Context: an optimization exercise on an open-source flow, tuned for small area. The choices shown serve that exercise and are no tape-out recipe. Function was checked by simulation only, so behaviour that the tests miss may differ from the original.

Setup of job 2889:
// flash_prog_top
module flash_prog_top (
	input  logic                                clock_rd2,
	input  logic                                rst_n,
	input  logic [flash_cmd_pkg::CMD_W-1:0]     cmd,
	input  logic [15:0]                         host_data,	 
	input  logic                                host_wr_strobe,
	input  logic [flash_buf_pkg::BUF_AW-1:0]    host_rd_addr,
	input  logic [flash_buf_pkg::FLASH_AW-1:0]  flash_addr_in,
	input  logic                                flash_busy,
	input  logic                                flash_data_valid,
	input  logic [flash_buf_pkg::BYTE_W-1:0]    flash_dout,
	input  logic                                flash_illegal_write,
	input  logic                                flash_illegal_erase,
	output logic [flash_buf_pkg::BYTE_W-1:0]    rd_data,
	output logic [31:0]                         status,
	output logic                                flash_read,
	output logic                                flash_rden,
	output logic                                flash_write,
	output logic                                flash_sector_erase,
  ...
Size: roughly 7,600 cells after synthesis, ~4,200 flip-flops, roughly 170 I/O pins.
export LEC_CHECK = 0
export CAP_MARGIN = 20
export CORE_MARGIN = 2
export CORE_UTILIZATION = 40
export CTS_BUF_LIST = sky130_fd_sc_hd__clkbuf_8
export CTS_CLUSTER_DIAMETER = 60
export CTS_CLUSTER_SIZE = 16
export SLEW_MARGIN = 20
create_clock -name core_clock -period 10.0 [get_ports {clock_rd2}]
standard.sh (not shown) runs the stock make flow with config.mk's settings and CLKGATE_MAP_FILE= SYNTH_SCRIPT=/design/flow/synth_recipe.tcl, a recipe that flattens the netlist after the stock synthesis.
==> flow/flow/run.sh <==
#!/bin/bash
# Standard layout, with these changes:
#  - synthesis maps the combinational logic with the area-oriented ABC script in
#    flow/abc_area.script (flip-flops are mapped before ABC, so registers are unchanged);
#  - CTS runs without dummy loads (CTS_ARGS below), with config.mk's buffer list and
#    sink cluster size and diameter;
#  - ports are buffered with buf_1 instead of the cell buffer_ports picks by itself.
set -euo pipefail
W=$(pwd)
F=$W/flow

# ORFS synth.tcl with abc's -script argument replaced right after the preamble sets it
python3 - "$FLOW_HOME/scripts/synth.tcl" "$W/synth_mod.tcl" "$F/abc_area.script" <<'PY'
import sys
src, dst, script = sys.argv[1:4]
s = open(src).read()
anchor = "source $::env(SCRIPTS_DIR)/synth_preamble.tcl\n"
assert anchor in s
s = s.replace(anchor, anchor + "set abc_args [lreplace $abc_args 0 1 -script {%s}]\n" % script, 1)
open(dst, "w").write(s)
PY
# The standard flow's synthesis wrapper, pointed at the modified synth.tcl
python3 - "$W/synth_recipe.tcl" "$W/my_synth.tcl" "$W/synth_mod.tcl" <<'PY'
import sys
src, dst, mod = sys.argv[1:4]
s = open(src).read()
anchor = "$::env(SCRIPTS_DIR)/synth.tcl"
assert anchor in s
open(dst, "w").write(s.replace(anchor, mod, 1))
PY

CTS_ARGS="-sink_clustering_enable -repair_clock_nets -dont_use_dummy_load"
cfg() { sed -n "s/^export $1 *?\?= *//p" config.mk | tail -1; }
V=$(cfg CTS_BUF_LIST); [[ -n "$V" ]] && CTS_ARGS="$CTS_ARGS -buf_list {$V}"
V=$(cfg CTS_CLUSTER_SIZE); [[ -n "$V" ]] && CTS_ARGS="$CTS_ARGS -sink_clustering_size $V"
V=$(cfg CTS_CLUSTER_DIAMETER); [[ -n "$V" ]] && CTS_ARGS="$CTS_ARGS -sink_clustering_max_diameter $V"
echo "CTS_ARGS=$CTS_ARGS" > "$W/cts_args.log"

bash standard.sh SYNTH_SCRIPT="$W/my_synth.tcl" "CTS_ARGS=$CTS_ARGS" \
	"BUFFER_PORTS_ARGS=-buffer_cell sky130_fd_sc_hd__buf_1" finish > "$W/flow_make.log" 2>&1
==> flow/flow/abc_area.script <==
&get -n
&st
&dch
&nf -R 1000
&put
topo
The inputs of job 4699 differ from those of job 2889 as listed below.
- swapping 40 for 55 in CORE_UTILIZATION
Notes after the runs:
Of job 2889 and job 4699, job 2889 shows the lower wire length, with job 4699 above it.
Number of non-clock buffers delta for job 4699 relative to job 2889: about 4.3% higher
Job 4699 completed every stage of the flow, and the final layout passed the timing, design-rule and antenna checks.
Post-synthesis compound-gate area fraction across job 2889 and job 4699: no real change.
host_data[2] as the launch point of the critical path was reported by job 2889, and host_data[5] by job 4699.

-- afterwards: timing with drivers on the ports --
Ports are ideal in the flow. The routed layouts listed here were re-timed in OpenROAD. Step 1, drivers: a clkbuf_16 drives clock_rd2 and a buf_2 each remaining input, both assumed. Step 2 times the ports against the registers' clock, not the clock port: input delays grow and output delays shrink by t, the midpoint of the rising clock arrivals with the driver on. Three values: ideal ports, drivers, drivers and shift; two values: the first two.
run	t (ns)	setup WS [ns]	worst setup path at the end	slew at the worst register clock pin (ns)
job 2889	1.163	2.964 / 2.937 / 2.511	input to register	0.11 / 0.11
job 4699	1.161	2.993 / 2.964 / 2.528	input to register	0.11 / 0.11
After both steps every run listed still meets setup and hold. The setup slack of job 4699, which loses most, moves by -0.029 ns with the drivers and by -0.465 ns with both steps.
